This design comes from an exercise in tuning for small area and a short achievable clock period on the open sky130 flow, not from production work.
Only simulation tests tie the RTL to the original design; equivalence was not proved.
Power and IR drop assume default switching activity.

exp/juniper:
## eth_switch_2p
module eth_switch_2p
#(
    parameter eth_sw_pkg::eth_word_t ADDR_A        = eth_sw_pkg::ADDR_A_DEF,
    parameter eth_sw_pkg::eth_word_t ADDR_B        = eth_sw_pkg::ADDR_B_DEF,
    parameter int        FIFO_DEPTH    = eth_sw_pkg::FIFO_DEPTH_DEF,
    parameter int        MAX_PKT_WORDS = eth_sw_pkg::MAX_PKT_WORDS_DEF
) (
    input  logic        clk,
    input  logic        rst_n,
    input  logic        Ain,
    input  logic [31:0] inDataA,
    input  logic        Bin,
    input  logic [31:0] inDataB,
    output logic        Aout,
    output logic [31:0] outDataA,
    output logic        Bout,
    output logic [31:0] outDataB,
    output logic [15:0] drop_cnt_a,
    output logic [15:0] drop_cnt_b
);
Size in the first run: ~5100 cells after synthesis, roughly 2300 flip-flops, about 170 I/O pins, about 86000 sq um of cells after synthesis.
Settings: LEC_CHECK=0, CAP_MARGIN=20, CORE_MARGIN=2, CORE_UTILIZATION=65, PLACE_DENSITY=0.7, SETUP_SLACK_MARGIN=3.9, SLEW_MARGIN=20, TNS_END_PERCENT=80; clock period 6.5 ns.
standard.sh (not shown) runs the stock make flow with config.mk's settings and CLKGATE_MAP_FILE= SYNTH_SCRIPT=/design/flow/synth_recipe.tcl, a recipe that flattens the netlist after the stock synthesis.
==> flow/flow/run.sh <==
#!/bin/bash
# The standard layout (the standard.sh, all steps), with two changes:
#  - port buffers of a plain buffer cell instead of the flow's default pick;
#  - clock tree synthesis without dummy loads and with larger sink clusters.
set -euo pipefail
bash standard.sh \
  "BUFFER_PORTS_ARGS=-buffer_cell sky130_fd_sc_hd__buf_4" \
  "CTS_ARGS=-sink_clustering_enable -repair_clock_nets -dont_use_dummy_load -sink_clustering_size 24 -sink_clustering_max_diameter 80" \
  finish > make_finish.log 2>&1
Changes in exp/umber relative to exp/juniper:
- TNS_END_PERCENT changed from 80 to 100
- CORE_UTILIZATION changed from 65 to 55
- SETUP_SLACK_MARGIN changed from 3.9 to 3.8
- PLACE_DENSITY removed (was 0.7)
==> comparison <==
- exp/umber reached the end of the flow, and the finished layout is clean on the timing, design-rule and antenna checks.
- exp/umber against exp/juniper: synthesis-to-layout area growth lost 0.86 points, fmax lost 16 MHz.
- Lower final worst slack was reported by exp/umber, not exp/juniper.
- Worst hold-check slack on exp/umber is ahead of exp/juniper.
Here is what was changed in the inputs of exp/raven compared with exp/umber.
- a change of TNS_END_PERCENT from 100 to 80
- a change of SETUP_SLACK_MARGIN from 3.8 to 3.9
- an added PLACE_DENSITY of 0.75
- a change of CORE_UTILIZATION from 55 to 70
--- outcome ---
- exp/raven ended with every stage complete and zero timing, DRC or antenna violations.
- Worst setup slack (higher): exp/raven
- Power after layout, exp/raven and exp/umber: larger value in exp/raven
- On synthesized area per cell, exp/raven and exp/umber are basically level.
## Diff of input files: exp/sierra against exp/raven
- clearing PLACE_DENSITY, which used to be 0.75
- swapping 3.9 for 3.8 in SETUP_SLACK_MARGIN
- swapping 70 for 55 in CORE_UTILIZATION
- swapping 80 for 30 in TNS_END_PERCENT
Notes after the runs:
The flow did not stop early for exp/sierra: all stages ran, and the layout cleared the timing, design-rule and antenna checks.
Compare exp/raven and exp/sierra | critical path data arrival time lower: exp/sierra
Of the two values seen for start point of the critical path, g_ing[1].u_fifo.prev_valid was produced by exp/sierra and inDataB[14] by exp/raven.
In the flow results for exp/raven and exp/sierra, the final worst slack is smaller on exp/sierra.
Comparing the two runs side by side, exp/sierra comes out behind exp/raven on wire length after detailed routing.
exp/sierra vs. exp/raven: clock share of power went up by 1.0 points; required time reported for the critical path endpoint went down by 0.25 ns; number of antenna violations at the first check in global routing went down by 2; final area went down by about 0.75%.

---

== rev 12 ==
eth_switch_2p again, from the RTL that the note above started with.
==> flow/config.mk <==
export PLATFORM = sky130hd
export DESIGN_NAME = eth_switch_2p
export DESIGN_NICKNAME = eth_switch_2p
export VERILOG_FILES = /design/flow/design.v
export SDC_FILE = /design/flow/constraint.sdc
export NUM_CORES = 4
export LEC_CHECK = 0
export CAP_MARGIN = 20
export CORE_MARGIN = 2
export CORE_UTILIZATION = 70
export SETUP_SLACK_MARGIN = 3.8
export SLEW_MARGIN = 20
export TNS_END_PERCENT = 60
==> flow/constraint.sdc <==
create_clock -name core_clock -period 6.5 [get_ports {clk}]
set_input_delay 1.3000 -clock core_clock [delete_from_list [all_inputs] [get_ports {clk}]]
set_output_delay 1.3000 -clock core_clock [all_outputs]
set_load 0.01 [all_outputs]
Scripts as last shown in full above: flow/flow/run.sh
## Diff of input files: rev 13 against rev 12
# rev 12
export LEC_CHECK = 0
export CAP_MARGIN = 20
export CORE_MARGIN = 2
export CORE_UTILIZATION = 70
export SETUP_SLACK_MARGIN = 3.8
export SLEW_MARGIN = 20
export TNS_END_PERCENT = 60
create_clock -name core_clock -period 6.5 [get_ports {clk}]
# rev 13
export LEC_CHECK = 0
export CAP_MARGIN = 20
export CORE_MARGIN = 2
export CORE_UTILIZATION = 65
export PLACE_DENSITY = 0.7
export SETUP_SLACK_MARGIN = 3.9
export SLEW_MARGIN = 20
export TNS_END_PERCENT = 90
create_clock -name core_clock -period 6.5 [get_ports {clk}]
diff --git a/flow/flow/run.sh b/flow/flow/run.sh
--- a/flow/flow/run.sh
+++ b/flow/flow/run.sh
@@ -7,3 +7,3 @@
   "BUFFER_PORTS_ARGS=-buffer_cell sky130_fd_sc_hd__buf_4" \
-  "CTS_ARGS=-sink_clustering_enable -repair_clock_nets -dont_use_dummy_load -sink_clustering_size 24 -sink_clustering_max_diameter 80" \
+  "CTS_ARGS=-sink_clustering_enable -repair_clock_nets -dont_use_dummy_load -sink_clustering_size 20 -sink_clustering_max_diameter 60" \
   finish > make_finish.log 2>&1
Notes after the runs:
- Rev 13: no failed stages, no open violations at the end
- Changes observed in rev 13 relative to rev 12: non-filler instance count after layout higher, proportion of power drawn by combinational gates increased 1.0 points, count of clock buffers in the final design moved up, routed length on met3 went down, clock skew -0.015 ns.
- Rev 13 vs. rev 12: design area shows an increase of about 3.3%, via count shows an increase of 1.4%, maximum fanout along the worst path shows a reduction of 20.
- outDataB[12] as the capturing instance or port of the critical path was reported by rev 13, and out_d[43]$_DFF_PN0_ by rev 12.
- The run showing the smaller power dissipated in the clock network is rev 12.
- Lower cell count after placement among rev 13 and rev 12: rev 12
- On worst hold slack: rev 13 sits below rev 12.

[separate check: timing with driven ports]
How much do the figures lean on ideal ports? The routed layouts below were timed once more, with nothing changed but the port constraints.
Step 1: set_driving_cell puts a clkbuf_16 on clk and a buf_2 on each other input, an assumption about the parent block.
Step 2 adds t to the input delays and takes it off the output delays; t is the mean of the earliest and latest rising clock arrival at the registers after step 1. Input paths then give back, and output paths get back, about the clock's delay inside the block.
a / b / c = no drivers / after step 1 / after step 2; a / b = the first two.
| run | t, ns | slack for setup (ns) | worst hold slack (ns) | slew at the worst register clock pin (ns) | pins driven straight from the clock port |
|---|---|---|---|---|---|
| exp/juniper | 0.824 | 3.780 / 3.692 / 3.034 | 0.479 / 0.458 / 0.479 | 0.10 / 0.10 | 1 |
| exp/umber | 0.841 | 3.658 / 3.650 / 2.922 | 0.496 / 0.496 / 0.496 | 0.10 / 0.10 | 1 |
| exp/raven | 0.804 | 3.771 / 3.719 / 2.914 | 0.484 / 0.484 / 0.484 | 0.10 / 0.10 | 1 |
| exp/sierra | 0.841 | 3.569 / 3.569 / 2.878 | 0.488 / 0.447 / 0.497 | 0.10 / 0.10 | 1 |
| rev 12 | 0.792 | 3.726 / 3.645 / 2.959 | 0.491 / 0.488 / 0.491 | 0.10 / 0.10 | 1 |
| rev 13 | 0.867 | 3.740 / 3.652 / 2.963 | 0.480 / 0.480 / 0.480 | 0.08 / 0.08 | 1 |
After both steps setup and hold are still met in every run listed. For exp/raven, which loses most, drivers alone change the setup slack by -0.052 ns; drivers and shift together by -0.857 ns.
